Source: an optimization exercise on an open RTL-to-GDS flow (aim: small area, a short achievable clock period and few clock cycles per item). Production flows keep margins and buffers that such runs may drop.
Where RTL was checked, it was by simulation tests only, not by an equivalence proof against the original.
Only the layout flow was run in runs 4 and 5; the RTL was not checked for function there.
Power is estimated from default activity; no workload was simulated.

<file path="flow/flow/run.sh">
#!/bin/bash
# Layout flow: the standard synthesis, its combinational logic re-mapped by ABC
# (registers untouched), then the standard flow from floorplan to finish.
set -euo pipefail
WORK=$(pwd)
R=$WORK/orfs/results/$FLOW_PLATFORM/sp_top/base
ABC_SCRIPT=${ABC_SCRIPT:-area.abc}
ABC_D=${ABC_D:-3000}
MARGIN=${MARGIN:-7}
bash standard.sh $R/1_2_yosys.v > $WORK/log_synth.txt 2>&1
cp $R/1_2_yosys.v $WORK/std_netlist.v
LIB=$FLOW_HOME/platforms/$FLOW_PLATFORM/lib/sky130_fd_sc_hd__tt_025C_1v80.lib \
  IN_V=$WORK/std_netlist.v OUT_V=$WORK/resyn_netlist.v ABC_SCRIPT=$WORK/flow/$ABC_SCRIPT ABC_D=$ABC_D \
  yosys -c $WORK/flow/resyn.tcl > $WORK/log_resyn.txt 2>&1
cp $WORK/resyn_netlist.v $R/1_2_yosys.v
touch $R/1_2_yosys.v
bash standard.sh SETUP_SLACK_MARGIN=$MARGIN finish > $WORK/log_finish.txt 2>&1
</file>
<file path="flow/flow/area.abc">
strash
dch -f
map -a
topo
stime -p
</file>
<file path="flow/flow/delay.abc">
strash
dch -f
map {D}
buffer -p
upsize {D}
dnsize {D}
topo
stime -p
</file>
<file path="flow/flow/resyn.tcl">
# Re-maps the combinational logic of the standard synthesis netlist with ABC.
# Registers stay the instances the standard synthesis made (same names and cells).
# env: IN_V, OUT_V, LIB, ABC_SCRIPT, ABC_D
yosys -import
set lib $::env(LIB)
read_liberty -ignore_miss_func $lib
read_verilog -defer $::env(IN_V)
hierarchy -top $::env(FLOW_TOP)
setattr -mod -set keep_hierarchy 1 sky130_fd_sc_hd__df* sky130_fd_sc_hd__edf* sky130_fd_sc_hd__dl* sky130_fd_sc_hd__sdf*
flatten
opt_clean -purge
tee -o $::env(OUT_V).pre.stat stat
abc -liberty $lib -dont_use sky130_fd_sc_hd__probe_p_8 -dont_use sky130_fd_sc_hd__probec_p_8 -dont_use sky130_fd_sc_hd__lpflow_* -script $::env(ABC_SCRIPT) -D $::env(ABC_D)
opt_clean -purge
setundef -zero
splitnets
opt_clean -purge
hilomap -singleton -hicell sky130_fd_sc_hd__conb_1 HI -locell sky130_fd_sc_hd__conb_1 LO
insbuf -buf sky130_fd_sc_hd__buf_4 A X
tee -o $::env(OUT_V).stat stat -liberty $lib
select $::env(FLOW_TOP)
write_verilog -noattr -nohex -nodec -selected $::env(OUT_V)
</file>
<file path="flow/standard.sh">
#!/bin/bash
# synth_recipe.tcl (not shown) runs the flow's synth.tcl, then flattens the netlist and writes it again
# the make line also repeats each setting of config.mk as NAME=value (left out here)
make -C /OpenROAD-flow-scripts/flow DESIGN_CONFIG=/design/flow/config.mk WORK_HOME=/design/flow/orfs CLKGATE_MAP_FILE= SYNTH_SCRIPT=/design/flow/synth_recipe.tcl "${@:-finish}"
</file>
<file path="flow/config.mk">
export PLATFORM = sky130hd
export DESIGN_NAME = sp_top
export DESIGN_NICKNAME = sp_top
export VERILOG_FILES = /design/flow/design.v
export SDC_FILE = /design/flow/constraint.sdc
export NUM_CORES = 4
export LEC_CHECK = 0
export CAP_MARGIN = 20
export CORE_MARGIN = 2
export CORE_UTILIZATION = 40
export SLEW_MARGIN = 20
</file>
<file path="flow/constraint.sdc">
create_clock -name core_clock -period 10.0 [get_ports {clk}]
set_input_delay 2.0000 -clock core_clock [delete_from_list [all_inputs] [get_ports {clk}]]
set_output_delay 2.0000 -clock core_clock [all_outputs]
set_load 0.01 [all_outputs]
</file>
<file path="flow/design.v">
`default_nettype none
package sp_pkg;
	localparam int ELEM_W = 9;
	localparam int LEN    = 6;
	localparam int WIDE_W = 2 * ELEM_W;
	localparam logic [ELEM_W-1:0] MODULUS = 9'd509;
	localparam logic [ELEM_W-1:0] INV_EXP = 9'd507;
	typedef logic [ELEM_W-1:0] elem_t;
	typedef logic [WIDE_W-1:0] wide_t;
	typedef elem_t [LEN-1:0] series_t;
	typedef struct packed {
		logic sort_en;
		logic inv_en;
	} mode_t;
	typedef enum logic [2:0] {
		IDLE,
		LOAD,
		INV,
		SORT,
		SUM,
		OUT
	} ctrl_state_e;
endpackage
`default_nettype wire
`default_nettype none
module inv_rom (
	input  wire logic [7:0] t,
	output logic      [8:0] y
);
	localparam logic [255:0] M0 = 256'h63ac0482aa6d4428402422ba43fd01338ae76743cde43c16302ecf8787b6ef8e;
	localparam logic [255:0] M1 = 256'h3da5f284ae325a2dfd758edb04449cc8efc10238fea0f8489e2370fa73e918e3;
	localparam logic [255:0] M2 = 256'h2ed0f134e4f604aaf816dcc2f6f65f1e2510024f274a452c0ca5e6fa025e6090;
	localparam logic [255:0] M3 = 256'h38ccc90de1a0dd33401373262dd61369980f967b43cc1e8f2db0b1c3f55d2906;
	localparam logic [255:0] M4 = 256'h2aa2c8a7015c6916a3971a3b6cc0c2616e00c9ae71449272c7a7487ea1a46d5a;
	localparam logic [255:0] M5 = 256'h3dad0661d936689470af40959d2ecc63856f1c6d9b496df4d974ba6d2d0e7dfe;
	localparam logic [255:0] M6 = 256'h2e14a5684f09a7a58726b26ca4f7636f01665b0104ca5246d5423c393d28d662;
	localparam logic [255:0] M7 = 256'h30c632dc95d6cd5705300b1181666695d1e2b3c159d6e94e4c175b6666e5c736;
	localparam logic [255:0] M8 = 256'h095a89a1043085588dd829e321355c95245548354d08cbc8354eafa605031b5a;
	assign y[0] = M0[t];
	assign y[1] = M1[t];
	assign y[2] = M2[t];
	assign y[3] = M3[t];
	assign y[4] = M4[t];
	assign y[5] = M5[t];
	assign y[6] = M6[t];
	assign y[7] = M7[t];
	assign y[8] = M8[t];
endmodule
`default_nettype wire
`default_nettype none
module sp_top (
	input  wire logic       clk,
	input  wire logic       rst_n,
	input  wire logic       in_valid,
	input  wire logic [8:0] in_data,
	input  wire logic [1:0] in_mode,
	output logic            out_valid,
	output logic [8:0]      out_data
);
	logic [2:0] cnt;
	logic       inv_en;
	logic       sort_en;
	always_ff @(posedge clk or negedge rst_n) begin
		if (!rst_n) begin
			cnt <= 3'd0;
		end else if (in_valid) begin
			cnt <= (cnt == 3'd5) ? 3'd0 : cnt + 3'd1;
		end
	end
	always_ff @(posedge clk) begin
		if (in_valid && cnt == 3'd0) begin
			inv_en  <= in_mode[0];
			sort_en <= in_mode[1];
		end
	end
	logic       va;
	logic [2:0] idx_a;
	logic       fold_a;
	logic [7:0] t_a;
	logic [6:0] in_inc;
	assign in_inc = in_data[7:1] + 7'd1;
	always_ff @(posedge clk or negedge rst_n) begin
		if (!rst_n) begin
			va <= 1'b0;
		end else begin
			va <= in_valid;
		end
	end
	always_ff @(posedge clk) begin
		idx_a  <= cnt;
		fold_a <= in_data[8];
		t_a    <= in_data[8] ? {in_inc, in_data[0]} : ~in_data[7:0];
	end
	logic [8:0] a_b;
	logic [6:0] t_dec;
	logic [8:0] h;
	logic [7:0] h_inc;
	logic [8:0] inv_x;
	logic       vb;
	logic [2:0] idx_b;
	logic [8:0] ab;
	logic [8:0] bb;
	assign t_dec = t_a[7:1] - 7'd1;
	assign a_b   = fold_a ? {1'b1, t_dec, t_a[0]} : {1'b0, ~t_a};
	inv_rom u_rom (
		.t (t_a),
		.y (h)
	);
	assign h_inc = h[8:1] + 8'd1;
	assign inv_x = fold_a ? ~{h_inc, h[0]} : h;
	always_ff @(posedge clk or negedge rst_n) begin
		if (!rst_n) begin
			vb <= 1'b0;
		end else begin
			vb <= va;
		end
	end
	always_ff @(posedge clk) begin
		idx_b <= idx_a;
		ab    <= a_b;
		bb    <= inv_en ? inv_x : a_b;
	end
	logic [5:0][8:0] list;
	logic [5:0][8:0] s_sr;
	logic [5:0]      moves;
	logic            out_active;
	logic [2:0]      ocnt;
	logic [8:0]      dbl;
	logic [8:0]      s_new;
	function automatic logic le9(input logic [8:0] x, input logic [8:0] y);
		logic r;
		r = 1'b1;
		for (int i = 0; i < 9; i++) begin
			r = (~x[i] & y[i]) | (~(x[i] & ~y[i]) & r);
		end
		le9 = r;
	endfunction
	function automatic logic [8:0] add509(input logic [8:0] x, input logic [8:0] y);
		logic [9:0] sum;
		logic [9:0] sum3;
		sum    = {1'b0, x} + {1'b0, y};
		sum3   = {1'b0, x} + {1'b0, y} + 10'd3;
		add509 = sum3[9] ? sum3[8:0] : sum[8:0];
	endfunction
	always_comb begin
		for (int p = 0; p < 6; p++) begin
			moves[p] = out_active || !sort_en || (32'(idx_b) <= 5 - p) || le9(list[p], bb);
		end
	end
	always_ff @(posedge clk) begin
		for (int p = 0; p < 6; p++) begin
			if (out_active || (vb && moves[p])) begin
				if (p < 5) begin
					list[p] <= moves[p+1] ? list[p+1] : bb;
				end else begin
					list[p] <= bb;
				end
			end
		end
	end
	assign dbl   = (bb[8] || (&bb[7:0])) ? {bb[7:0] + 8'd1, 1'b1} : {bb[7:0], 1'b0};
	assign s_new = add509(ab, dbl);
	always_ff @(posedge clk) begin
		if (vb || out_active) begin
			s_sr <= {s_new, s_sr[5:1]};
		end
	end
	logic       last_ins;
	logic [8:0] e_list;
	logic [8:0] e_new;
	assign last_ins = vb && (idx_b == 3'd5);
	assign e_list   = add509(s_sr[1], list[1]);
	assign e_new    = add509(s_sr[1], bb);
	always_ff @(posedge clk or negedge rst_n) begin
		if (!rst_n) begin
			out_active <= 1'b0;
			ocnt       <= 3'd0;
			out_valid  <= 1'b0;
			out_data   <= 9'd0;
		end else begin
			if (last_ins) begin
				out_active <= 1'b1;
				ocnt       <= 3'd0;
			end else if (out_active) begin
				if (ocnt == 3'd4) begin
					out_active <= 1'b0;
				end
				ocnt <= ocnt + 3'd1;
			end
			out_valid <= last_ins || out_active;
			if (last_ins) begin
				out_data <= moves[1] ? e_list : e_new;
			end else if (out_active) begin
				out_data <= e_list;
			end else begin
				out_data <= 9'd0;
			end
		end
	end
endmodule
`default_nettype wire
</file>
==> summary.md, run 1 <==
| Metric | Value |
|---|---|
| Syn_area_per_cell | 7.31 um2 |
| DRC violations left | 0 |
| Crit path DAT | 4.15 ns |
| Final Max Slew Viols | 0 |
| Via count of the first global-routing pass | 10321 |
| Post-synthesis cell count | 1319 |
| Min cycle time layout | 3.97 ns |
| Number of maximum-capacitance violations | 0 |
| Area of the die | 25400 um2 |
| Total of fill cells in the finished design | 2178 |
| Peak clock frequency supported by timing | 252 MHz |
| Required @ worst endpoint | 10.18 ns |
| Placed wire-length estimate after detailed placement | 29100 um |
| Sum of routed wire length over all layers | 43900 um |
| Largest net degree at the start of global routing | 51 |
| Setup violation total in the final timing report | 0 |
| Tot GR Track Use | 0.328 |
| Area of the multi-input gates | 6210 um2 |
| Met3 usage in global routing | 0.131 |
| Antenna violations before repair | 2 |
| Initial core utilization | 0.410 |
| Classification of the worst setup path | register to register |
| Syn_nets | 1333 |
| Site Rows | 56 |
| Area added between synthesis and finish | 39.3% |
| First-pass GRT wire length | 63100 um |
| Count of endpoints failing hold in the final timing report | 0 |
| Top cell by count, worst path | sky130_fd_sc_hd__nor2_4 |
| Cell area power density | 322 nW/um2 |
| Antenna viol nets, final | 0 |
| Placeable core region | 23500 um2 |
| Most common cell after layout, fill and taps aside | sky130_fd_sc_hd__nor2_1 |
| Router iterations before antenna repair | 9 |
| Remaining global-route overflow | 0 |
| Crit start category | register |
| Starting DRT DRC Count | 1896 |
| Maximum resistive drop on vdd | 0.177 mV |
| RSZ-0062 raised after global routing | true |
| Clock latency on the worst-skew pair | 0.44 ns |
| Final Core Density | 0.571 |
| CTS Buf Count | 17 |
| Most heavily used metal layer in global routing | met2 |
| TritonCTS clock tree | yes |
| Die X-Extent | 159 um |
| Register area | 3940 um2 |
| Commonest non-fill, non-tap cells in the layout | 222 x sky130_fd_sc_hd__nor2_1, 133 x sky130_fd_sc_hd__nand2_1, 113 x sky130_fd_sc_hd__buf_4 |
| Clock root cell | sky130_fd_sc_hd__clkbuf_16 |
| Depth of the CTS H-tree | 4 |
| Clock transition at the register clock pins on the worst setup and hold paths after CTS | 0.07 ns |
| Share of cells above drive strength 1 | 0.309 |
| Post-detailed-route via-to-cell ratio | 6.37 |
| Overall power | 4320 uW |
| Total of warnings raised by yosys | 1 |
| Crit-path max cell delay | 0.39 ns |
| Portion of the clock cycle consumed by the worst path in the final layout | 0.397 |
| Static power due to leakage | 0.00499 uW |
| Number of buffers inserted by port buffering | 23 |
| Met1 track demand over resource in global routing | 0.446 |
| Flop2flop setup slack | 6.03 ns |
| Clock tree buffer depth | 2 |
| Fraction of met2 tracks used by global routing | 0.447 |
| Worst hold-check slack | 0.332 ns |
| Average routed wire per standard cell | 24.0 um |
| Worst Hold Class | register to register |
| Slowest CP cell | sky130_fd_sc_hd__dfxtp_4 |
| Sum Neg Setup Slack | 0 ns |
| Slew at the pin closest to its max-slew limit | 1.17 ns |
| I/O pin total | 24 |
| Routability Congestion | 1.15 |
| Sort of element at the end of the critical path | register |
| Critical path fanouts, max | 4 |
| Total Nets Final | 1512 |
| Vias post-DR | 11655 |
| Final clock skew | 0.0221 ns |
| Height of the die | 159 um |
| Worst slew margin relative to its limit | 0.218 |
| CTS sink count | 144 |
| Mapped Area | 9640 um2 |
| Run status | timing/DRC/antenna clean |
==> layer usage <==
layer	up-vias	wire, um
met5	-	15
met4	2	2920
met3	271	6350
met2	942	17400
met1	5390	17200
li1	5050	-
==> critical path: cells and delay by family (launching register included) <==
family	cells	cell delay (ns)
xor gates and xnor gates	2	0.34
DFF	1	0.39
buffers and inverters	7	0.50
and+or+nand+nor	17	1.97
AOI/OAI and AO/OA	3	0.52
==> layout make-up <==
cell class | instances | share of cell area
Sequential cell | 144 | 0.293
Clock inverter | 15 | 0.0141
Multi-Input combinational cell | 998 | 0.463
Antenna cell | 1 | 0.000186
Timing Repair inverter | 3 | 0.00233
Tap cell | 319 | 0.0297
Inverter | 177 | 0.0666
Clock buffer | 17 | 0.0317
Timing Repair Buffer | 157 | 0.0997
==> registers in the layout, summed over array words and instances, names as in the netlist, 8 cells and up <==
| register | flops |
|---|---|
| list | 45 |
| s_sr | 45 |
| ab | 9 |
| bb | 9 |
| out_data | 9 |
| t_a | 8 |
==> worst paths after layout <==
path	from	to	depth (start not counted)
setup / recovery	bb[1]$_DFF_P_	s_sr[51]$_DFFE_PP_	29
hold / removal	idx_a[1]$_DFF_P_	idx_b[1]$_DFF_P_	0
setup reg to reg	bb[1]$_DFF_P_	s_sr[51]$_DFFE_PP_	29
hold reg to reg	idx_a[1]$_DFF_P_	idx_b[1]$_DFF_P_	0
max in group asynchronous	rst_n	out_valid$_DFF_PN0_	1
min in group asynchronous	rst_n	cnt[1]$_DFFE_PN0P_	1
==> report_power, final <==
part | internal, uW | leakage, uW | switching (uW)
clock | 340 | 0.000298 | 300
combinational | 923 | 0.00324 | 1540
sequential | 1000 | 0.00145 | 208
==> per-stage QoR <==
stage	setup WS (ns)	std cells	area, um2
after global placement	5.53	1675	10500
after CTS	5.90	1764	12200
after floorplan	6.12	1319	9810
after global routing	5.79	1830	13400
final	6.03	1831	13400
after detailed placement	5.46	1675	10600
==> repair_timing <==
item                       in CTS  in global routing
gates resized for setup       215                216
hold buffers                    0                  0
setup endpoints to repair      93                 70
buffers inserted               56                 64
gates cloned                    1                  2
pin swaps                      40                 81
Testbench counts, summed over its fixed seeds: cycles 2,504, jobs 192.
==> run 2: changes to the inputs <==
--- a/flow/flow/run.sh
+++ b/flow/flow/run.sh
@@ -5,6 +5,6 @@
 WORK=$(pwd)
 R=$WORK/orfs/results/$FLOW_PLATFORM/sp_top/base
-ABC_SCRIPT=${ABC_SCRIPT:-area.abc}
-ABC_D=${ABC_D:-3000}
+ABC_SCRIPT=${ABC_SCRIPT:-delay.abc}
+ABC_D=${ABC_D:-2500}
 MARGIN=${MARGIN:-7}
 bash standard.sh $R/1_2_yosys.v > $WORK/log_synth.txt 2>&1
--- a/flow/config.mk
+++ b/flow/config.mk
@@ -9,3 +9,4 @@
 export CORE_MARGIN = 2
 export CORE_UTILIZATION = 40
+export CTS_BUF_LIST = sky130_fd_sc_hd__clkbuf_4 sky130_fd_sc_hd__clkbuf_8
 export SLEW_MARGIN = 20
==> run 2 against run 1 <==
  * Worst hold slack got worse by 0.0098 ns
  * Die area rose by 10%
  * Sequential power barely moved
  * Sequential cell count did not move
  * Area after synthesis rose by 10%
  * Global-route usage fell by 2.3 points
  * Critical endpoint is now bb[4]$_DFF_P_
  * Cell count rose by 2.9%
  * Synthesized cell count rose by 9.7%
  * Clock power fell by 19%
  * Final area fell by 3.2%
==> summary.md, run 2 <==
| Metric | Value |
|---|---|
| Slowest CP cell | sky130_fd_sc_hd__nor2_1 |
| RSZ-0062 raised after global routing | true |
| Run status | timing/DRC/antenna clean |
| Post-Place Cells | 1780 (+6.3%) |
| I/O pin total | 24 (unchanged) |
| Static power due to leakage | 0.00547 uW (+9.6%) |
| Crit-path max cell delay | 0.53 ns (+0.14 ns) |
| Total Nets Final | 1551 (+2.6%) |
| Clock transition at the register clock pins on the worst setup and hold paths after CTS | 0.08 ns (about the same) |
| Antenna viol nets, final | 0 (unchanged) |
| Largest net degree at the start of global routing | 46 (-9.8%) |
| Portion of the clock cycle consumed by the worst path in the final layout | 0.313 (-0.0842) |
| Placed Instance Area | 11200 um2 (+6.3%) |
| Worst slew margin relative to its limit | 0.409 (+0.191) |
| Die X-Extent | 167 um (+4.9%) |
| CTS Buf Count | 17 (unchanged) |
| Average routed wire per standard cell | 23.6 um (-1.7%) |
| Cell area after layout | 13000 um2 (-3.2%) |
| First-pass GRT wire length | 66000 um (+4.6%) |
| Tot GR Track Use | 0.305 (-0.0231) |
| Syn_area_per_cell | 7.35 um2 (+0.52%) |
| Clock latency on the worst-skew pair | 0.45 ns (about the same) |
| Min cycle time layout | 3.13 ns (-0.842 ns) |
| Placeable core region | 26100 um2 (+11%) |
| Maximum resistive drop on vdd | 0.199 mV (+13%) |
| Final Max Slew Viols | 0 (unchanged) |
| Placed wire-length estimate after detailed placement | 31400 um (+7.9%) |
| Final Core Density | 0.499 (-0.0718) |
| Post-synthesis cell count | 1447 (+9.7%) |
| Sort of element at the end of the critical path | register |
| Commonest non-fill, non-tap cells in the layout | 260 x sky130_fd_sc_hd__nand2_1, 144 x sky130_fd_sc_hd__nor2_1, 133 x sky130_fd_sc_hd__inv_1 |
| Worst Hold Class | register to register |
| Starting DRT DRC Count | 1835 (-3.2%) |
| Slew at the pin closest to its max-slew limit | 0.884 ns (-0.285 ns) |
| Share of cells above drive strength 1 | 0.190 (-0.119) |
| Routability Congestion | 1.08 (-6.0%) |
| Number of buffers inserted by port buffering | 23 (unchanged) |
| Setup violation total in the final timing report | 0 (unchanged) |
| Classification of the worst setup path | register to register |
| Crit path DAT | 3.48 ns (-0.67 ns) |
| Height of the die | 167 um (+4.9%) |
| Most common cell after layout, fill and taps aside | sky130_fd_sc_hd__nand2_1 |
| Sum of routed wire length over all layers | 44400 um (+1.2%) |
| Largest registers | list x45, s_sr x45 |
| Depth of the CTS H-tree | 4 (unchanged) |
| Area of the die | 27900 um2 (+10%) |
| Via count of the first global-routing pass | 11134 (+7.9%) |
| Crit start category | register |
| Number of maximum-capacitance violations | 0 (unchanged) |
| Clock tree buffer depth | 2 (unchanged) |
| Cells along the critical path | buf_12, nor2_2, nor2_1, nand2_1, o32ai_1, o21ai_0, o221ai_2, a211oi_4, buf_4, and3_1, o31ai_1 |
| Required @ worst endpoint | 10.34 ns (+0.16 ns) |
| Clock root cell | sky130_fd_sc_hd__clkbuf_8 |
| Site Rows | 59 (+5.4%) |
| Post-detailed-route via-to-cell ratio | 6.44 (+1.2%) |
| Sum Neg Setup Slack | 0 ns (unchanged) |
| Finished Layout Cells | 1885 (+2.9%) |
| Number of diodes | 0 (-1) |
| Cell area power density | 303 nW/um2 (-5.8%) |
| Initial core utilization | 0.408 (-0.00152) |
| TritonCTS clock tree | yes |
| Router iterations before antenna repair | 10 (+1) |
| Antenna violations before repair | 0 (-2) |
| Area added between synthesis and finish | 22.3% |
| CTS sink count | 144 (unchanged) |
| Final clock skew | 0.0183 ns (-0.00384 ns) |
| DRC violations left | 0 (unchanged) |
| Critical path fanouts, max | 19 (+15) |
| Vias post-DR | 12146 (+4.2%) |
| Peak clock frequency supported by timing | 319 MHz (+27%) |
| Total of warnings raised by yosys | 1 (unchanged) |
| Remaining global-route overflow | 0 (unchanged) |
| Count of endpoints failing hold in the final timing report | 0 (unchanged) |
| Mapped Area | 10600 um2 (+10%) |
| Syn_nets | 1461 (+9.6%) |
-- run 2: through the flow --
step                      total power [uW]  setup WS (ns)  hold WS [ns]
final                                 3940           6.87         0.322
after global routing                  4220           6.83         0.330
after CTS                             3690           6.99         0.323
after detailed placement              3100           6.25         0.314
after global placement                3100           6.20         0.313
after floorplan                       2540           7.02         0.310
-- run 2: power by group --
part           internal, uW  switching (uW)  total, uW  leakage, uW
Sequential              999             225       1220      0.00146
Clock                   287             230        517     0.000228
Combinational           771            1420       2190      0.00378
-- run 2: routing by layer --
layer	part of all wire	global-route usage	vias to the layer above	wire, um
met5	0	0	-	0
met4	0.055	0.154	0	2430
met3	0.12	0.0822	189	5300
met2	0.41	0.439	823	18400
met1	0.41	0.419	5695	18300
li1	-	-	5439	-
-- run 2: area by class of cell --
cell class | count | area, um2
Sequential cell | 144 | 3950
Multi-Input combinational cell | 1113 | 6520
Clock buffer | 21 | 264
Fill cell | 2541 | 13100
Inverter | 152 | 616
Tap cell | 335 | 419
Timing Repair Buffer | 109 | 1050
Clock inverter | 11 | 179
-- run 2: worst paths after layout --
check	startpoint	to	slack, ns	depth (start not counted)
min in group asynchronous	rst_n	vb$_DFF_PN0_	2.05	1
min reg2reg	idx_a[2]$_DFF_P_	idx_b[2]$_DFF_P_	0.32	0
min	idx_a[2]$_DFF_P_	idx_b[2]$_DFF_P_	0.32	0
max reg2reg	t_a[0]$_DFF_P_	bb[4]$_DFF_P_	6.87	11
max	t_a[0]$_DFF_P_	bb[4]$_DFF_P_	6.87	11
max in group asynchronous	rst_n	va$_DFF_PN0_	7.41	1
-- run 2: what timing repair did --
| action | in CTS | in global routing |
|---|---|---|
| pin swaps | 5 | 16 |
| setup buffers | 18 | 50 |
| resized for setup | 122 | 108 |
| setup endpoints to repair | 80 | 69 |
| hold buffers | 0 | 0 |
| gates cloned | 2 | 3 |
-- run 2: worst max-delay path, delay by kind of cell, from the launching register on --
kind / cells / cell delay [ns]
flops: 1 / 0.36
buf+inv: 2 / 0.39
simple gates: 4 / 1.08
compound gates: 5 / 1.21
==> run 3: changes to the inputs <==
--- a/flow/config.mk
+++ b/flow/config.mk
@@ -9,4 +9,4 @@
 export CORE_MARGIN = 2
 export CORE_UTILIZATION = 40
-export CTS_BUF_LIST = sky130_fd_sc_hd__clkbuf_4 sky130_fd_sc_hd__clkbuf_8
+export CTS_BUF_LIST = sky130_fd_sc_hd__clkbuf_8
 export SLEW_MARGIN = 20
==> run 3 against run 2 <==
  * Die area unchanged
  * Still clean
  * First-iteration DRC count increased by 5.8%
  * Clock power fell by 3%
  * Non-clock buffer count is 16 higher
  * Largest cell class unchanged
  * Sequential cell count did not move
  * Via count hardly changed
  * Synthesized cell count did not move
  * Worst setup slack gained 0.038 ns
  * Fmax up 1.2%
  * Area after synthesis is the same
  * Count of clock-buffer cells in the layout fell by 4
  * Global-route usage grew 0.064 points
==> summary.md, run 3 <==
| Metric | Value |
|---|---|
| Start point of the critical path | t_a[0]$_DFF_P_ |
| Clock transition at the register clock pins on the worst setup and hold paths after CTS | 0.09 ns (about the same) |
| Number of cells on the worst hold path | 0 (unchanged) |
| Average routed wire per standard cell | 23.5 um (-0.34%) |
| Area of the die | 27900 um2 (unchanged) |
| Sort of element at the end of the critical path | register |
| Worst Hold Class | register to register |
| Crit path DAT | 3.44 ns (-0.04 ns) |
| Maximum resistive drop on vdd | 0.200 mV (+0.35%) |
| Post-detailed-route via-to-cell ratio | 6.39 (-0.83%) |
| Startpoint of the lowest-slack hold path | idx_a[2]$_DFF_P_ |
| Remaining global-route overflow | 0 (unchanged) |
| Final Max Slew Viols | 0 (unchanged) |
| Area of the multi-input gates | 6590 um2 (+1.0%) |
| Largest net degree at the start of global routing | 46 (unchanged) |
| Area added between synthesis and finish | 24.1% |
| Min cycle time layout | 3.09 ns (-0.0382 ns) |
| Share of cells above drive strength 1 | 0.201 (+0.0115) |
| Register area | 3950 um2 (unchanged) |
| Mapped Area | 10600 um2 (unchanged) |
| Router iterations before antenna repair | 7 (-3) |
| Syn_area_per_cell | 7.35 um2 (unchanged) |
| Placed Instance Area | 11200 um2 (unchanged) |
| Vias post-DR | 12148 (+0.016%) |
| Sum of routed wire length over all layers | 44700 um (+0.50%) |
| Antenna viol nets, final | 0 (unchanged) |
| Clock tree buffer depth | 2 (unchanged) |
| Setup slack at placement | 6.25 ns (unchanged) |
| Antenna violations before repair | 0 (unchanged) |
| Post-synthesis cell count | 1447 (unchanged) |
| Largest registers | list x45, s_sr x45 |
| Height of the die | 167 um (unchanged) |
| Critical path fanouts, max | 19 (unchanged) |
| CTS sink count | 144 (unchanged) |
| Classification of the worst setup path | register to register |
| Total of warnings raised by yosys | 1 (unchanged) |
| Worst reg-to-reg path cell count | 11 (unchanged) |
| Starting DRT DRC Count | 1942 (+5.8%) |
| Total Nets Final | 1567 (+1.0%) |
| I/O pin total | 24 (unchanged) |
| Slew at the pin closest to its max-slew limit | 0.890 ns (+0.00610 ns) |
| Routability Congestion | 1.08 (unchanged) |
| TritonCTS clock tree | yes |
| Setup ws final | 6.91 ns (+0.0382 ns) |
| Clock root cell | sky130_fd_sc_hd__clkbuf_8 |
| Placeable core region | 26100 um2 (unchanged) |
| Critical register-to-register path endpoint | bb[4]$_DFF_P_ |
| Count of endpoints failing hold in the final timing report | 0 (unchanged) |
| Portion of the clock cycle consumed by the worst path in the final layout | 0.309 (-0.00382) |
| Worst slew margin relative to its limit | 0.405 (-0.00408) |
| Flop2flop setup slack | 6.91 ns (+0.04 ns) |
| Most common cell after layout, fill and taps aside | sky130_fd_sc_hd__nand2_1 |
| Total of fill cells in the finished design | 2526 (-0.59%) |
| Number of buffers inserted by port buffering | 23 (unchanged) |
| Setup violation total in the final timing report | 0 (unchanged) |
| Syn_nets | 1461 (unchanged) |
| Placed wire-length estimate after detailed placement | 31400 um (unchanged) |
| Crit start category | register |
| Die X-Extent | 167 um (unchanged) |
| Sum Neg Setup Slack | 0 ns (unchanged) |
| Depth of the CTS H-tree | 4 (unchanged) |
| Clock latency on the worst-skew pair | 0.45 ns (about the same) |
| Cell area after layout | 13200 um2 (+1.5%) |
| Hold endpoint | idx_b[2]$_DFF_P_ |
| Via count of the first global-routing pass | 11180 (+0.41%) |
| Commonest non-fill, non-tap cells in the layout | 255 x sky130_fd_sc_hd__nand2_1, 144 x sky130_fd_sc_hd__nor2_1, 137 x sky130_fd_sc_hd__inv_1 |
| Worst reg2reg path startpoint | t_a[0]$_DFF_P_ |
| Static power due to leakage | 0.00558 uW (+1.9%) |
| Number of maximum-capacitance violations | 0 (unchanged) |
| Run status | timing/DRC/antenna clean |
| Final clock skew | 0.0158 ns (-0.00241 ns) |
| First-pass GRT wire length | 66100 um (+0.17%) |
| Tot GR Track Use | 0.306 (+0.000644) |
| Number of diodes | 0 (unchanged) |
| Initial core utilization | 0.408 (unchanged) |
| DRC violations left | 0 (unchanged) |
| Peak clock frequency supported by timing | 323 MHz (+1.2%) |
| Required @ worst endpoint | 10.35 ns (about the same) |
| Hold buffer count at cts | 0 (unchanged) |
| RSZ-0062 raised after global routing | true |
| Cell area power density | 302 nW/um2 (-0.27%) |
| Site Rows | 59 (unchanged) |
| CTS Buf Count | 17 (unchanged) |
-- run 3: area by class of cell --
cell class | count | area share
multi-input cells | 1113 | 0.499
clock inverters | 15 | 0.0147
repair buffers | 125 | 0.0904
inverters | 152 | 0.0467
well taps | 335 | 0.0318
clock buffers | 17 | 0.0177
flip-flops and latches | 144 | 0.299
-- run 3: per-layer routing --
metal / track usage / wire, um / up-vias
met5: 0 / 0 / -
met4: 0.157 / 2620 / 0
met1: 0.421 / 18200 / 5654
met2: 0.438 / 18300 / 816
li1: - / - / 5465
met3: 0.0822 / 5530 / 213
-- run 3: report_power, final --
part | switching [uW] | internal (uW)
Clock | 231 | 272
Sequential | 224 | 999
Combinational | 1450 | 809
-- run 3: stage by stage --
| stage | util | cells | total power, uW | hold WS (ns) |
|---|---|---|---|---|
| after global routing | 0.506 | 1901 | 4270 | 0.330 |
| after detailed placement | 0.430 | 1780 | 3100 | 0.314 |
| after global placement | 0.430 | 1780 | 3100 | 0.313 |
| after floorplan | - | 1447 | 2540 | 0.310 |
| final | 0.506 | 1901 | 3980 | 0.321 |
| after CTS | 0.465 | 1835 | 3680 | 0.323 |
-- run 3: worst max path at each step --
stage                         endpoint
CTS                      bb[7]$_DFF_P_
detailed placement       bb[7]$_DFF_P_
global placement         bb[7]$_DFF_P_
floorplan                bb[7]$_DFF_P_
global route        s_sr[48]$_DFFE_PP_
finish                   bb[4]$_DFF_P_
-- run 3: critical path, cell delays in order (launching register included) --
cell	delay, ns
sky130_fd_sc_hd__dfxtp_1	0.36
sky130_fd_sc_hd__buf_12	0.22
sky130_fd_sc_hd__nor2_2	0.12
sky130_fd_sc_hd__nor2_1	0.51
sky130_fd_sc_hd__nand2_1	0.25
sky130_fd_sc_hd__o32ai_1	0.50
sky130_fd_sc_hd__o21ai_0	0.19
sky130_fd_sc_hd__o221ai_2	0.16
sky130_fd_sc_hd__a211oi_4	0.15
sky130_fd_sc_hd__buf_4	0.18
sky130_fd_sc_hd__and3_1	0.17
sky130_fd_sc_hd__o31ai_1	0.18
-- run 3: what timing repair did --
item | CTS | global route
endpoints found under the setup margin | 80 | 78
gates cloned | 2 | 3
gates resized for setup | 123 | 129
pin swaps | 6 | 33
setup buffers | 21 | 63
==> run 4: changes to the inputs <==
--- a/flow/design.v
+++ b/flow/design.v
@@ -144,5 +144,6 @@
 	endfunction
 	always_comb begin
-		for (int p = 0; p < 6; p++) begin
+		moves[0] = 1'b1;
+		for (int p = 1; p < 6; p++) begin
 			moves[p] = out_active || !sort_en || (32'(idx_b) <= 5 - p) || le9(list[p], bb);
 		end
--- a/flow/config.mk
+++ b/flow/config.mk
@@ -9,4 +9,4 @@
 export CORE_MARGIN = 2
 export CORE_UTILIZATION = 40
-export CTS_BUF_LIST = sky130_fd_sc_hd__clkbuf_8
 export SLEW_MARGIN = 20
+export TNS_END_PERCENT = 0
==> run 4 against run 3 <==
  * Still clean
  * Area after synthesis is 0.49% lower
  * Total power is 2.4% higher
  * Largest cell class unchanged
  * Die area is 0.48% lower
  * Count of clock-buffer cells in the layout stayed put
==> summary.md, run 4 <==
| Metric | Value |
|---|---|
| Sum of routed wire length over all layers | 46500 um (+4.1%) |
| Average routed wire per standard cell | 24.4 um (+3.8%) |
| Final clock skew | 0.0167 ns (+0.000892 ns) |
| Clock root cell | sky130_fd_sc_hd__clkbuf_16 |
| Classification of the worst setup path | register to register |
| Number of diodes | 0 (unchanged) |
| Remaining global-route overflow | 0 (unchanged) |
| Area of the die | 27800 um2 (-0.48%) |
| Router iterations before antenna repair | 6 (-1) |
| Required @ worst endpoint | 10.32 ns (-0.03 ns) |
| Initial core utilization | 0.407 (-0.000863) |
| Count of endpoints failing hold in the final timing report | 0 (unchanged) |
| Cell area power density | 315 nW/um2 (+4.2%) |
| Starting DRT DRC Count | 1719 (-11%) |
| Syn_nets | 1471 (+0.68%) |
| Placed Instance Area | 11300 um2 (+0.45%) |
| Hold buffer count at cts | 0 (unchanged) |
| Site Rows | 59 (unchanged) |
| Most heavily used metal layer in global routing | met1 |
| Placed wire-length estimate after detailed placement | 33400 um (+6.3%) |
| Clock transition at the register clock pins on the worst setup and hold paths after CTS | 0.07 ns (-0.02 ns) |
| Slew at the pin closest to its max-slew limit | 1.00 ns (+0.113 ns) |
| Maximum resistive drop on vdd | 0.217 mV (+8.3%) |
| CTS sink count | 144 (unchanged) |
| Routability Congestion | 1.05 (-2.7%) |
| Final Max Slew Viols | 0 (unchanged) |
| Largest net degree at the start of global routing | 50 (+8.7%) |
| Sum Neg Setup Slack | 0 ns (unchanged) |
| Cell area after layout | 13000 um2 (-1.7%) |
| TritonCTS clock tree | yes |
| Met1 track demand over resource in global routing | 0.464 (+0.0427) |
| Setup violation total in the final timing report | 0 (unchanged) |
| Total of warnings raised by yosys | 1 (unchanged) |
| Post-detailed-route via-to-cell ratio | 6.43 (+0.59%) |
| Syn_area_per_cell | 7.26 um2 (-1.2%) |
| RSZ-0062 raised after global routing | true |
| Met3 usage in global routing | 0.115 (+0.0330) |
| Run status | timing/DRC/antenna clean |
| Tot GR Track Use | 0.328 (+0.0224) |
| Number of buffers inserted by port buffering | 23 (unchanged) |
| Area added between synthesis and finish | 22.6% |
| Post-synthesis cell count | 1457 (+0.69%) |
| Via count of the first global-routing pass | 11323 (+1.3%) |
| Commonest non-fill, non-tap cells in the layout | 289 x sky130_fd_sc_hd__nand2_1, 150 x sky130_fd_sc_hd__nor2_1, 138 x sky130_fd_sc_hd__inv_1 |
| Placeable core region | 26000 um2 (-0.28%) |
| Largest registers | list x45, s_sr x45 |
| Mapped Area | 10600 um2 (-0.49%) |
| Peak clock frequency supported by timing | 321 MHz (-0.66%) |
| Height of the die | 167 um (-0.24%) |
| Sort of element at the end of the critical path | register |
| Die X-Extent | 167 um (-0.24%) |
| Most common cell after layout, fill and taps aside | sky130_fd_sc_hd__nand2_1 |
| Depth of the CTS H-tree | 4 (unchanged) |
| Critical path fanouts, max | 16 (-3) |
| Total Nets Final | 1573 (+0.38%) |
| Crit start category | register |
| Share of cells above drive strength 1 | 0.172 (-0.0294) |
| Fraction of met2 tracks used by global routing | 0.460 (+0.0221) |
| Min cycle time layout | 3.11 ns (+0.0206 ns) |
| Antenna viol nets, final | 0 (unchanged) |
| Vias post-DR | 12258 (+0.91%) |
| I/O pin total | 24 (unchanged) |
| Worst Hold Class | register to register |
| Clock latency on the worst-skew pair | 0.44 ns (about the same) |
| Clock tree buffer depth | 2 (unchanged) |
| Antenna violations before repair | 0 (unchanged) |
| DRC violations left | 0 (unchanged) |
| Static power due to leakage | 0.00549 uW (-1.6%) |
| CTS Buf Count | 17 (unchanged) |
| Worst slew margin relative to its limit | 0.329 (-0.0759) |
| First-pass GRT wire length | 69300 um (+4.8%) |
| Number of maximum-capacitance violations | 0 (unchanged) |
| Portion of the clock cycle consumed by the worst path in the final layout | 0.311 (+0.00206) |
| Crit path DAT | 3.44 ns (about the same) |
## run 4: cell count changes in the layout (fill, tap and decap cells not counted), sizes merged, moves of 5 or more
cell         previous run  this run
dlygate4sd2             0         9
o22ai                  39        30
o21ai                 111       126
nand2                 304       317
nand3                 102        89
buf                   108        89
a21oi                 103        92
nor2                  173       178
o2111ai                22        12
nor3                   17        36
nand4                  40        45
a31oi                  33        22
o211ai                 21        30
## run 4: report_power, final
part	total [uW]	internal (uW)	leakage [uW]	switching, uW
registers	1180	995	0.00146	182
logic	2240	754	0.00373	1480
clock network	667	380	0.000298	287
total	4080	2130	0.00549	1950
## run 4: worst max-delay path, stage by stage, from the launching register on
cell and delay (ns):
sky130_fd_sc_hd__dfxtp_1 0.33, sky130_fd_sc_hd__buf_6 0.23, sky130_fd_sc_hd__clkinvlp_4 0.22, sky130_fd_sc_hd__buf_4 0.20, sky130_fd_sc_hd__nand2_4 0.15, sky130_fd_sc_hd__nand2_1 0.21, sky130_fd_sc_hd__nand2_2 0.22, sky130_fd_sc_hd__nor2_1 0.12
sky130_fd_sc_hd__o21ai_0 0.19, sky130_fd_sc_hd__nand4_1 0.22, sky130_fd_sc_hd__nand3_1 0.19, sky130_fd_sc_hd__o31ai_2 0.11, sky130_fd_sc_hd__nand2_1 0.14, sky130_fd_sc_hd__nand2_1 0.09, sky130_fd_sc_hd__a31o_2 0.26, sky130_fd_sc_hd__nand3_1 0.06
sky130_fd_sc_hd__nand2_1 0.05
## run 4: path summary, 6_finish.rpt
check,start,end,slack (ns),cells past startpoint
setup / recovery,t_a[0]$_DFF_P_,bb[6]$_DFF_P_,6.89,16
hold / removal,idx_a[2]$_DFF_P_,idx_b[2]$_DFF_P_,0.33,0
setup reg to reg,t_a[0]$_DFF_P_,bb[6]$_DFF_P_,6.89,16
hold reg to reg,idx_a[2]$_DFF_P_,idx_b[2]$_DFF_P_,0.33,0
max in group asynchronous,rst_n,out_data[8]$_DFF_PN0_,7.41,1
min in group asynchronous,rst_n,vb$_DFF_PN0_,2.06,1
## run 4: per-layer routing
metal / up-vias / wire length [um]
met5: - / 0
met3: 176 / 6210
met2: 831 / 18500
met4: 0 / 1990
li1: 5469 / -
met1: 5782 / 19800
## run 4: repair_timing
item	in CTS	in global routing
gates resized for setup	86	92
buffers inserted	29	40
gates cloned	1	0
pin swaps	6	20
endpoints found under the setup margin	97	76
## run 4: cell type report
cell class                 count  area [um2]
fill                        2608       13000
tap                          335         419
clock buffer                  17         425
multi-input combinational   1125        6420
timing repair buffer         112         940
sequential                   144        3930
inverter                     159         644
clock inverter                15         188
## run 4: stage by stage
step / worst slack, ns / utilization / hold WS, ns / std cells / total power, uW
2_1_floorplan: 7.08 / - / 0.310 / 1457 / 2500
3_3_place_gp: 6.15 / 0.433 / 0.317 / 1805 / 3090
3_5_place_dp: 6.10 / 0.433 / 0.326 / 1805 / 3100
4_1_cts: 6.91 / 0.474 / 0.339 / 1867 / 3850
5_1_grt: 6.83 / 0.499 / 0.356 / 1907 / 4370
6_report: 6.89 / 0.499 / 0.334 / 1907 / 4080
==> run 5: changes to the inputs <==
--- a/flow/config.mk
+++ b/flow/config.mk
@@ -9,4 +9,6 @@
 export CORE_MARGIN = 2
 export CORE_UTILIZATION = 40
+export CTS_BUF_LIST = sky130_fd_sc_hd__clkbuf_8
+export CTS_CLUSTER_SIZE = 30
 export SLEW_MARGIN = 20
 export TNS_END_PERCENT = 0
==> run 5 against run 4 <==
  * Still clean
  * Synthesized cell count unchanged
  * Die area stayed put
  * Clock skew up 0.0060 ns
  * Utilization grew 0.56 points
  * Via count up 0.39%
  * Sequential cell count did not move
  * Critical path depth decreased by 1
  * Final area rose by 1.1%
  * Total power down 2.2%
  * Sequential share of layout area shrank 0.33 points
  * Worst hold slack improved by 0.0061 ns
  * Largest power group unchanged
==> summary.md, run 5 <==
| Metric | Value |
|---|---|
| Static power due to leakage | 0.00550 uW (+0.29%) |
| Number of buffers inserted by port buffering | 23 (unchanged) |
| Critical path's top delay family | compound AO/OA/AOI/OAI gates |
| Area of the die | 27800 um2 (unchanged) |
| Final Max Slew Viols | 0 (unchanged) |
| Crit path DAT | 3.47 ns (+0.03 ns) |
| Cell area power density | 304 nW/um2 (-3.3%) |
| Clock transition at the register clock pins on the worst setup and hold paths after CTS | 0.09 ns (+0.02 ns) |
| Largest registers | list x45, s_sr x45 |
| Setup ws final | 6.88 ns (-0.00434 ns) |
| Antenna viol nets, final | 0 (unchanged) |
| CTS Buf Count | 17 (unchanged) |
| Sum Neg Setup Slack | 0 ns (unchanged) |
| DRC violations left | 0 (unchanged) |
| Commonest non-fill, non-tap cells in the layout | 283 x sky130_fd_sc_hd__nand2_1, 149 x sky130_fd_sc_hd__nor2_1, 137 x sky130_fd_sc_hd__inv_1 |
| Share of cells above drive strength 1 | 0.197 (+0.0256) |
| CTS sink count | 144 (unchanged) |
| First-pass GRT wire length | 69200 um (about the same) |
| Syn_nets | 1471 (unchanged) |
| Total of warnings raised by yosys | 1 (unchanged) |
| Die X-Extent | 167 um (unchanged) |
| Slowest CP cell | sky130_fd_sc_hd__a221oi_1 |
| Height of the die | 167 um (unchanged) |
| Clock tree buffer depth | 2 (unchanged) |
| Placeable core region | 26000 um2 (unchanged) |
| Total Nets Final | 1592 (+1.2%) |
| Worst reg-to-reg path cell count | 15 (-1) |
| Sum of routed wire length over all layers | 47100 um (+1.3%) |
| Peak clock frequency supported by timing | 321 MHz (-0.14%) |
| Slew at the pin closest to its max-slew limit | 1.07 ns (+0.0678 ns) |
| Number of maximum-capacitance violations | 0 (unchanged) |
| Mapped Area | 10600 um2 (unchanged) |
| Number of diodes | 0 (unchanged) |
| Via count of the first global-routing pass | 11276 (-0.42%) |
| Final Core Density | 0.505 (+0.00559) |
| Post-synthesis cell count | 1457 (unchanged) |
| Finished Layout Cells | 1926 (+1.0%) |
| Setup slack at placement | 6.10 ns (unchanged) |
| Worst path bufs/invs | 4 (+1) |
| Area added between synthesis and finish | 24.0% |
| Clock power share | 0.125 (-0.038) |
| Met1 track demand over resource in global routing | 0.469 (+0.00539) |
| Critical register-to-register path endpoint | bb[6]$_DFF_P_ |
| Hold buffer count at cts | 0 (unchanged) |
| Syn_area_per_cell | 7.26 um2 (unchanged) |
| Overall power | 3990 uW (-2.2%) |
| Routability Congestion | 1.05 (unchanged) |
| Sort of element at the end of the critical path | register |
| Vias post-DR | 12306 (+0.39%) |
| Tot GR Track Use | 0.327 (-0.000711) |
| Crit start category | register |
| Critical path fanouts, max | 13 (-3) |
| TritonCTS clock tree | yes |
| Classification of the worst setup path | register to register |
| Antenna violations before repair | 0 (unchanged) |
| Count of endpoints failing hold in the final timing report | 0 (unchanged) |
| Post-Place Cells | 1805 (unchanged) |
| Average routed wire per standard cell | 24.4 um (+0.27%) |
| Reg power frac | 0.295 (+0.006) |
| Crit-path max cell delay | 0.43 ns (+0.10 ns) |
| Min cycle time layout | 3.12 ns (+0.00434 ns) |
| Clock latency on the worst-skew pair | 0.47 ns (+0.03 ns) |
| Post-detailed-route via-to-cell ratio | 6.39 (-0.60%) |
| Most common cell after layout, fill and taps aside | sky130_fd_sc_hd__nand2_1 |
| Setup violation total in the final timing report | 0 (unchanged) |
| Maximum resistive drop on vdd | 0.217 mV (+0.21%) |
| I/O pin total | 24 (unchanged) |
| Initial core utilization | 0.407 (unchanged) |
| Depth of the CTS H-tree | 4 (unchanged) |
| Worst reg2reg path startpoint | t_a[2]$_DFF_P_ |
| RSZ-0062 raised after global routing | true |
| Router iterations before antenna repair | 9 (+3) |
| Met3 usage in global routing | 0.105 (-0.0107) |
| Run status | timing/DRC/antenna clean |
| Required @ worst endpoint | 10.36 ns (+0.04 ns) |
| Worst Hold Class | register to register |
| Count of cell instances traversed by the critical path | 15 (-1) |
| Power spent charging and discharging nets | 1970 uW (+0.85%) |
| Largest net degree at the start of global routing | 50 (unchanged) |
| Worst slew margin relative to its limit | 0.284 (-0.0454) |
| Portion of the clock cycle consumed by the worst path in the final layout | 0.312 (+0.000434) |
| Switching portion of total power | 0.493 (+0.0151) |
| Cells along the critical path | buf_12, clkinvlp_4, nand2_4, buf_12, nand2_1, inv_1, a221oi_1, nand3_1, nand2_1, a31oi_1, a21oi_2, o21ai_4, a31o_2, nand3_1, nand2_1 |
| Most heavily used metal layer in global routing | met1 |
| Final clock skew | 0.0228 ns (+0.00603 ns) |
| Design internal power | 2020 uW (-5.1%) |
| Starting DRT DRC Count | 1985 (+15%) |
| Worst setup path endpoint | bb[6]$_DFF_P_ |
| Combinational Power Share | 0.579 (+0.031) |
| Start point of the critical path | t_a[2]$_DFF_P_ |
| Fraction of met2 tracks used by global routing | 0.457 (-0.00359) |
| Remaining global-route overflow | 0 (unchanged) |
| Placed wire-length estimate after detailed placement | 33400 um (unchanged) |
| Site Rows | 59 (unchanged) |
| Flop2flop setup slack | 6.88 ns (about the same) |
| Top cell by count, worst path | sky130_fd_sc_hd__nand2_1 |
| Clock root cell | sky130_fd_sc_hd__clkbuf_8 |
run 5: cell count changes in the layout (fill, tap and decap cells not counted), moves of 5 or more:
cell,before,now
sky130_fd_sc_hd__clkbuf_8,0,17
sky130_fd_sc_hd__clkbuf_16,17,1
sky130_fd_sc_hd__buf_4,82,93
sky130_fd_sc_hd__dlygate4sd2_1,9,0
sky130_fd_sc_hd__nand2_1,289,283
sky130_fd_sc_hd__nor2_4,9,15
sky130_fd_sc_hd__clkbuf_2,0,5
sky130_fd_sc_hd__nand2_2,20,25
sky130_fd_sc_hd__nor2_2,19,14
run 5: worst min-delay path by stage:
stage                      from                to  slack [ns]  depth (start not counted)
2_1_floorplan  idx_a[0]$_DFF_P_  idx_b[0]$_DFF_P_        0.31                          0
3_3_place_gp   idx_a[1]$_DFF_P_  idx_b[1]$_DFF_P_        0.32                          0
3_5_place_dp   idx_a[2]$_DFF_P_  idx_b[2]$_DFF_P_        0.33                          0
4_1_cts        idx_a[2]$_DFF_P_  idx_b[2]$_DFF_P_        0.35                          0
5_1_grt        idx_a[2]$_DFF_P_  idx_b[2]$_DFF_P_        0.36                          0
6_report       idx_a[2]$_DFF_P_  idx_b[2]$_DFF_P_        0.34                          0
run 5: routing by layer:
metal	up-vias	share of wire	wire [um]
met5	-	0	0
met4	0	0.039	1840
met3	180	0.14	6370
met2	859	0.40	19000
met1	5773	0.42	19900
li1	5494	-	-
run 5: timing repair:
action | 4_1_cts | 5_1_grt
buffers inserted | 27 | 58
setup endpoints to repair | 97 | 75
pin swaps | 5 | 24
gates resized for setup | 96 | 135
cloned | 1 | 3
run 5: worst reg2reg max path, stage by stage, from the launching register on:
cell and delay (ns):
sky130_fd_sc_hd__dfxtp_2 0.38, sky130_fd_sc_hd__buf_12 0.18, sky130_fd_sc_hd__clkinvlp_4 0.20, sky130_fd_sc_hd__nand2_4 0.13
sky130_fd_sc_hd__buf_12 0.16, sky130_fd_sc_hd__nand2_1 0.16, sky130_fd_sc_hd__inv_1 0.18, sky130_fd_sc_hd__a221oi_1 0.43
sky130_fd_sc_hd__nand3_1 0.16, sky130_fd_sc_hd__nand2_1 0.14, sky130_fd_sc_hd__a31oi_1 0.11, sky130_fd_sc_hd__a21oi_2 0.29
sky130_fd_sc_hd__o21ai_4 0.13, sky130_fd_sc_hd__a31o_2 0.24, sky130_fd_sc_hd__nand3_1 0.06, sky130_fd_sc_hd__nand2_1 0.05
run 5: cell type report:
type,instances,area (um2)
clock buffer,17,234
inverter,159,654
fill,2598,12900
timing repair inverter,1,7.51
sequential,144,3940
timing repair buffer,129,1120
tap,335,419
multi-input combinational,1126,6560
clock inverter,15,188
run 5: power by group through the flow:
stage	Clock [uW]	Sequential, uW	Combinational [uW]
2_1_floorplan	0	1140	1360
4_1_cts	510	1200	1980
3_5_place_dp	0	1210	1890
6_report	500	1180	2310
3_3_place_gp	0	1200	1890
5_1_grt	533	1210	2530
run 5: stage by stage:
step           area, um2  hold WS (ns)
2_1_floorplan      10600         0.310
4_1_cts            12100         0.345
6_report           13100         0.340
3_5_place_dp       11300         0.326
5_1_grt            13100         0.360
3_3_place_gp       11300         0.317
==> run 6: changes to the inputs <==
--- a/flow/design.v
+++ b/flow/design.v
@@ -144,6 +144,5 @@
 	endfunction
 	always_comb begin
-		moves[0] = 1'b1;
-		for (int p = 1; p < 6; p++) begin
+		for (int p = 0; p < 6; p++) begin
 			moves[p] = out_active || !sort_en || (32'(idx_b) <= 5 - p) || le9(list[p], bb);
 		end
--- a/flow/config.mk
+++ b/flow/config.mk
@@ -9,6 +9,3 @@
 export CORE_MARGIN = 2
 export CORE_UTILIZATION = 40
-export CTS_BUF_LIST = sky130_fd_sc_hd__clkbuf_8
-export CTS_CLUSTER_SIZE = 30
 export SLEW_MARGIN = 20
-export TNS_END_PERCENT = 0
==> run 6 against run 5 <==
  * Still clean on timing, DRC and antenna
  * Count of clock-buffer cells in the layout grew 7
  * Die area is 0.49% higher
  * Combinational power fell by 6%
  * Sequential power rose by 3%
  * Utilization hardly changed
  * Clock skew down 0.011 ns
  * Critical endpoint is now bb[7]$_DFF_P_
  * Largest power group unchanged
==> summary.md, run 6 <==
| Metric | Value |
|---|---|
| Run status | timing/DRC/antenna clean |
| Clock transition at the register clock pins on the worst setup and hold paths after CTS | 0.06 ns (-0.03 ns) |
| Clock root cell | sky130_fd_sc_hd__clkbuf_16 |
| Total of warnings raised by yosys | 1 (unchanged) |
| Sort of element at the end of the critical path | register |
| Crit start category | register |
| Register area | 3950 um2 (+0.45%) |
| Count of endpoints failing hold in the final timing report | 0 (unchanged) |
| Slowest CP cell | sky130_fd_sc_hd__dfxtp_1 |
| Commonest non-fill, non-tap cells in the layout | 263 x sky130_fd_sc_hd__nand2_1, 143 x sky130_fd_sc_hd__nor2_1, 133 x sky130_fd_sc_hd__inv_1 |
| Area of the die | 27900 um2 (+0.49%) |
| TritonCTS clock tree | yes |
| CTS Buf Count | 17 (unchanged) |
| Peak clock frequency supported by timing | 333 MHz (+3.7%) |
| Required @ worst endpoint | 10.30 ns (-0.06 ns) |
| Min cycle time layout | 3.01 ns (-0.112 ns) |
| Height of the die | 167 um (+0.24%) |
| Die X-Extent | 167 um (+0.24%) |
| Syn_nets | 1461 (-0.68%) |
| Routability Congestion | 1.08 (+2.8%) |
| Antenna viol nets, final | 0 (unchanged) |
| Number of buffers inserted by port buffering | 23 (unchanged) |
| Crit path DAT | 3.31 ns (-0.16 ns) |
| Initial core utilization | 0.408 (+0.000863) |
| Static power due to leakage | 0.00558 uW (+1.4%) |
| Average routed wire per standard cell | 23.6 um (-3.3%) |
| Most common cell after layout, fill and taps aside | sky130_fd_sc_hd__nand2_1 |
| Tot GR Track Use | 0.306 (-0.0215) |
| Placeable core region | 26100 um2 (+0.28%) |
| Area added between synthesis and finish | 23.8% |
| Via count of the first global-routing pass | 11150 (-1.1%) |
| Sum Neg Setup Slack | 0 ns (unchanged) |
| Router iterations before antenna repair | 8 (-1) |
| Total of fill cells in the finished design | 2508 (-3.5%) |
| Largest registers | list x45, s_sr x45 |
| Final Max Slew Viols | 0 (unchanged) |
| RSZ-0062 raised after global routing | true |
| Hold buffer count at cts | 0 (unchanged) |
| Syn_area_per_cell | 7.35 um2 (+1.2%) |
| Site Rows | 59 (unchanged) |
| Number of diodes | 0 (unchanged) |
| Largest net degree at the start of global routing | 46 (-8.0%) |
| Overall power | 4040 uW (+1.2%) |
| Total Nets Final | 1557 (-2.2%) |
| Share of cells above drive strength 1 | 0.184 (-0.0136) |
| Depth of the CTS H-tree | 4 (unchanged) |
| Vias post-DR | 12268 (-0.31%) |
| Starting DRT DRC Count | 1862 (-6.2%) |
| Cell area power density | 307 nW/um2 (+0.87%) |
| Remaining global-route overflow | 0 (unchanged) |
| Slew at the pin closest to its max-slew limit | 0.899 ns (-0.172 ns) |
| Post-detailed-route via-to-cell ratio | 6.49 (+1.5%) |
| Maximum resistive drop on vdd | 0.206 mV (-5.3%) |
| Classification of the worst setup path | register to register |
| Antenna violations before repair | 1 (+1) |
| Worst slew margin relative to its limit | 0.397 (+0.113) |
| Critical path fanouts, max | 16 (+3) |
| Sum of routed wire length over all layers | 44700 um (-5.0%) |
| Portion of the clock cycle consumed by the worst path in the final layout | 0.301 (-0.0112) |
| Number of maximum-capacitance violations | 0 (unchanged) |
| Post-synthesis cell count | 1447 (-0.69%) |
| CTS sink count | 144 (unchanged) |
| I/O pin total | 24 (unchanged) |
| Worst Hold Class | register to register |
| First-pass GRT wire length | 66000 um (-4.6%) |
| Placed wire-length estimate after detailed placement | 31400 um (-5.9%) |
| Setup violation total in the final timing report | 0 (unchanged) |
| DRC violations left | 0 (unchanged) |
| Final clock skew | 0.0122 ns (-0.0106 ns) |
| Cells along the critical path | buf_12, nand2_8, nand2_4, nand2_1, nand2_2, inv_1, o21ai_0, o311ai_0, o311a_1, a211oi_4, nand4_1, o2111ai_1, nand2_1 |
| Top cell by count, worst path | sky130_fd_sc_hd__nand2_1 |
| Area of the multi-input gates | 6440 um2 (-1.8%) |
| Mapped Area | 10600 um2 (+0.50%) |
| Clock tree buffer depth | 2 (unchanged) |
| Clock latency on the worst-skew pair | 0.42 ns (-0.05 ns) |
| Crit-path max cell delay | 0.36 ns (-0.07 ns) |
## run 6: layer usage
metal	part of all wire	vias to the layer above	global-route usage
met5	0	-	0
met1	0.41	5733	0.417
met4	0.059	0	0.154
met2	0.41	853	0.440
met3	0.12	229	0.0882
li1	-	5453	-
## run 6: worst paths after layout
| path | startpoint | to | slack [ns] | depth (start not counted) |
|---|---|---|---|---|
| max | t_a[0]$_DFF_P_ | bb[7]$_DFF_P_ | 6.99 | 13 |
| min | idx_a[2]$_DFF_P_ | idx_b[2]$_DFF_P_ | 0.33 | 0 |
| max reg2reg | t_a[0]$_DFF_P_ | bb[7]$_DFF_P_ | 6.99 | 13 |
| min reg2reg | idx_a[2]$_DFF_P_ | idx_b[2]$_DFF_P_ | 0.33 | 0 |
| max in group asynchronous | rst_n | out_data[5]$_DFF_PN0_ | 7.37 | 1 |
| min in group asynchronous | rst_n | vb$_DFF_PN0_ | 2.08 | 1 |
## run 6: what timing repair did
item	in CTS	in global routing
cloned	2	4
pin swaps	5	21
buffers inserted	17	56
setup endpoints to repair	80	63
resized for setup	121	95
## run 6: worst max-delay path, delay by kind of cell (launching register included)
family,cells,cell delay [ns]
compound gates,5,1.24
buf+inv,2,0.37
flops,1,0.36
simple gates,6,0.90
## run 6: final cells by class
type / count / area share
inverters: 152 / 0.0465
clock buffers: 24 / 0.0392
clock inverters: 8 / 0.00675
well taps: 335 / 0.0319
multi-input cells: 1113 / 0.489
flip-flops and latches: 144 / 0.300
repair buffers: 115 / 0.0860
## run 6: report_power, final
group	total [uW]	switching [uW]	leakage [uW]	internal, uW
sequential	1220	222	0.00146	1000
combinational	2170	1410	0.00382	761
clock	644	252	0.000296	392
## run 6: through the flow
stage / setup WS [ns] / cell area [um2] / utilization / std cells / hold WS, ns
floorplan: 7.02 / 10600 / - / 1447 / 0.310
global placement: 6.20 / 11200 / 0.430 / 1780 / 0.313
detailed placement: 6.25 / 11200 / 0.430 / 1780 / 0.314
CTS: 7.00 / 12200 / 0.470 / 1831 / 0.327
global route: 6.88 / 13200 / 0.505 / 1891 / 0.333
finish: 6.99 / 13200 / 0.505 / 1891 / 0.325
Testbench counts of run 6, summed over its fixed seeds: cycles 2,504, jobs 192.
==> run 7: changes to the inputs <==
--- a/flow/flow/run.sh
+++ b/flow/flow/run.sh
@@ -7,5 +7,5 @@
 ABC_SCRIPT=${ABC_SCRIPT:-delay.abc}
 ABC_D=${ABC_D:-2500}
-MARGIN=${MARGIN:-7}
+MARGIN=${MARGIN:-6.5}
 bash standard.sh $R/1_2_yosys.v > $WORK/log_synth.txt 2>&1
 cp $R/1_2_yosys.v $WORK/std_netlist.v
==> run 7 against run 6 <==
  * Fmax down 14%
  * Cell count decreased by 3.9%
  * Utilization decreased by 4.4 points
  * Combinational power shrank 9.7%
  * Clock power about the same
  * Total power down 5.4%
  * Sequential power about the same
  * Register-to-register slack worse by 0.48 ns
  * Synthesized cell count stayed put
  * Worst hold slack lost 0.00067 ns
  * Sequential share of layout area increased by 2.6 points
  * Critical path type unchanged
  * Critical endpoint unchanged
==> summary.md, run 7 <==
| Metric | Value |
|---|---|
| Total Nets Final | 1484 (-4.7%) |
| Power spent charging and discharging nets | 1780 uW (-5.4%) |
| Clock latency on the worst-skew pair | 0.42 ns (about the same) |
| Syn_area_per_cell | 7.35 um2 (unchanged) |
| Crit start category | register |
| Area added between synthesis and finish | 12.9% |
| Average routed wire per standard cell | 23.3 um (-1.6%) |
| Tot GR Track Use | 0.300 (-0.00612) |
| First-pass GRT wire length | 64800 um (-1.8%) |
| Setup violation total in the final timing report | 0 (unchanged) |
| Count of cell instances traversed by the critical path | 13 (unchanged) |
| Worst Hold Class | register to register |
| Required @ worst endpoint | 10.30 ns (about the same) |
| Met3 usage in global routing | 0.0867 (-0.00143) |
| Mapped Area | 10600 um2 (unchanged) |
| Fraction of met2 tracks used by global routing | 0.433 (-0.00751) |
| Worst slew margin relative to its limit | 0.311 (-0.0857) |
| Routability Congestion | 1.08 (unchanged) |
| Start point of the critical path | t_a[0]$_DFF_P_ |
| RSZ-0062 raised after global routing | false |
| Post-synthesis cell count | 1447 (unchanged) |
| Syn_nets | 1461 (unchanged) |
| Slew at the pin closest to its max-slew limit | 1.02 ns (+0.121 ns) |
| Worst reg-to-reg path cell count | 13 (unchanged) |
| Largest registers | list x45, s_sr x45 |
| Hold buffer count at cts | 0 (unchanged) |
| Remaining global-route overflow | 0 (unchanged) |
| Number of cells on the worst hold path | 0 (unchanged) |
| Maximum resistive drop on vdd | 0.218 mV (+5.8%) |
| Antenna viol nets, final | 0 (unchanged) |
| Combinational Power Share | 0.512 (-0.025) |
| Die X-Extent | 167 um (unchanged) |
| Router iterations before antenna repair | 8 (unchanged) |
| CTS sink count | 144 (unchanged) |
| Clock power share | 0.168 (+0.008) |
| Slowest CP cell | sky130_fd_sc_hd__nor2_1 |
| Sum Neg Setup Slack | 0 ns (unchanged) |
| Met1 track demand over resource in global routing | 0.413 (-0.00413) |
| Crit path DAT | 3.79 ns (+0.48 ns) |
| Placed wire-length estimate after detailed placement | 31400 um (unchanged) |
| Peak clock frequency supported by timing | 287 MHz (-14%) |
| Most heavily used metal layer in global routing | met2 |
| Number of maximum-capacitance violations | 0 (unchanged) |
| Final Max Slew Viols | 0 (unchanged) |
| Min cycle time layout | 3.49 ns (+0.484 ns) |
| Final clock skew | 0.0135 ns (+0.00127 ns) |
| Post-detailed-route via-to-cell ratio | 6.44 (-0.80%) |
| Placeable core region | 26100 um2 (unchanged) |
| Run status | timing/DRC/antenna clean |
| Share of cells above drive strength 1 | 0.0924 (-0.0914) |
| Classification of the worst setup path | register to register |
| Finished Layout Cells | 1818 (-3.9%) |
| Critical path's top delay family | simple AND/OR/NAND/NOR gates |
| Most common cell after layout, fill and taps aside | sky130_fd_sc_hd__nand2_1 |
| Critical path fanouts, max | 19 (+3) |
| Flop2flop setup slack | 6.51 ns (-0.48 ns) |
| Clock tree buffer depth | 2 (unchanged) |
| Count of endpoints failing hold in the final timing report | 0 (unchanged) |
| Sum of routed wire length over all layers | 42300 um (-5.4%) |
| Initial core utilization | 0.408 (unchanged) |
| Critical register-to-register path endpoint | bb[7]$_DFF_P_ |
| Post-Place Cells | 1780 (unchanged) |
| Sort of element at the end of the critical path | register |
| Cells along the critical path | buf_4, nor2_1, nand2_1, inv_1, nor2_1, nand2_1, a32oi_1, o211ai_1, o41ai_1, a211oi_2, nand4_1, o2111ai_1, nand2_1 |
| Site Rows | 59 (unchanged) |
| Clock root cell | sky130_fd_sc_hd__clkbuf_16 |
| Via count of the first global-routing pass | 10940 (-1.9%) |
| Worst reg2reg path startpoint | t_a[0]$_DFF_P_ |
| Crit-path max cell delay | 0.54 ns (+0.18 ns) |
| Cell area power density | 318 nW/um2 (+3.7%) |
| TritonCTS clock tree | yes |
| Number of buffers inserted by port buffering | 23 (unchanged) |
| Overall power | 3820 uW (-5.4%) |
| Starting DRT DRC Count | 2017 (+8.3%) |
| Design internal power | 2040 uW (-5.5%) |
| Portion of the clock cycle consumed by the worst path in the final layout | 0.349 (+0.0484) |
| Antenna violations before repair | 0 (-1) |
| Height of the die | 167 um (unchanged) |
| Total of warnings raised by yosys | 1 (unchanged) |
| Vias post-DR | 11700 (-4.6%) |
| Worst path bufs/invs | 2 (unchanged) |
| Static power due to leakage | 0.00503 uW (-9.9%) |
| Reg power frac | 0.319 (+0.016) |
| DRC violations left | 0 (unchanged) |
| CTS Buf Count | 17 (unchanged) |
| Startpoint of the lowest-slack hold path | idx_a[2]$_DFF_P_ |
| Clock transition at the register clock pins on the worst setup and hold paths after CTS | 0.06 ns (about the same) |
| Commonest non-fill, non-tap cells in the layout | 279 x sky130_fd_sc_hd__nand2_1, 167 x sky130_fd_sc_hd__nor2_1, 143 x sky130_fd_sc_hd__inv_1 |
| Top cell by count, worst path | sky130_fd_sc_hd__nand2_1 |
| I/O pin total | 24 (unchanged) |
| Number of diodes | 0 (unchanged) |
| Area of the die | 27900 um2 (unchanged) |
| Depth of the CTS H-tree | 4 (unchanged) |
| Hold endpoint | idx_b[2]$_DFF_P_ |
| Switching portion of total power | 0.467 (about the same) |
| Largest net degree at the start of global routing | 59 (+28%) |
[run 7: changes by cell type in the layout (fill, tap and decap cells not counted), moves of 8 or more]
cell                              before  now
sky130_fd_sc_hd__buf_4                71   17
sky130_fd_sc_hd__nand2_4              13    5
sky130_fd_sc_hd__buf_12               10    1
sky130_fd_sc_hd__inv_1               133  143
sky130_fd_sc_hd__nand2_1             263  279
sky130_fd_sc_hd__dfxtp_2               1   10
sky130_fd_sc_hd__buf_2                10    0
sky130_fd_sc_hd__nor2_1              143  167
sky130_fd_sc_hd__nor2_2               25    3
sky130_fd_sc_hd__clkdlybuf4s50_1      10   23
sky130_fd_sc_hd__dfxtp_4              14    2
[run 7: worst reg2reg max path: cells and delay by family, from the launching register on]
kind | cells | cell delay [ns]
AND/OR/NAND/NOR | 6 | 1.37
AO/OA/AOI/OAI | 5 | 1.25
buffers and inverters | 2 | 0.46
flip-flops | 1 | 0.30
[run 7: area by class of cell]
cell class,instances,area (um2)
clock buffer,24,515
clock inverter,8,88.8
fill,2612,14100
inverter,152,586
multi-input combinational,1112,6070
sequential,144,3920
tap,335,419
timing repair buffer,43,403
[run 7: worst max-delay path by stage]
| stage | endpoint | slack, ns |
|---|---|---|
| 2_1_floorplan | bb[7]$_DFF_P_ | 7.02 |
| 3_5_place_dp | bb[7]$_DFF_P_ | 6.25 |
| 3_3_place_gp | bb[7]$_DFF_P_ | 6.20 |
| 5_1_grt | bb[7]$_DFF_P_ | 6.50 |
| 4_1_cts | bb[7]$_DFF_P_ | 6.52 |
| 6_report | bb[7]$_DFF_P_ | 6.51 |
[run 7: routing by layer]
metal	share of wire	vias to the layer above
met3	0.11	164
met1	0.43	5531
met5	0	-
li1	-	5284
met2	0.42	721
met4	0.048	0
[run 7: power by group through the flow]
| stage | sequential, uW | clock [uW] | combinational, uW |
|---|---|---|---|
| after floorplan | 1150 | 0 | 1390 |
| after CTS | 1210 | 655 | 1890 |
| final | 1220 | 642 | 1960 |
| after global routing | 1250 | 682 | 2170 |
| after detailed placement | 1220 | 0 | 1880 |
| after global placement | 1220 | 0 | 1880 |
[run 7: what timing repair did]
item,4_1_cts,5_1_grt
gates resized for setup,8,38
pin swaps,0,1
buffers inserted,0,6
setup endpoints to repair,6,40
[run 7: metrics by stage]
| stage | utilization | setup slack, ns | cell area, um2 | hold slack [ns] |
|---|---|---|---|---|
| global route | 0.461 | 6.50 | 12000 | 0.333 |
| CTS | 0.454 | 6.52 | 11800 | 0.327 |
| floorplan | - | 7.02 | 10600 | 0.310 |
| global placement | 0.430 | 6.20 | 11200 | 0.313 |
| detailed placement | 0.430 | 6.25 | 11200 | 0.314 |
| finish | 0.461 | 6.51 | 12000 | 0.325 |

Setup slack of run 7, layout unchanged: 6.511 ns with ideal ports, 6.511 ns with driving cells assumed (clock clkbuf_16, inputs buf_2), 6.498 ns with port delays also shifted by the 0.465 ns mid clock arrival.
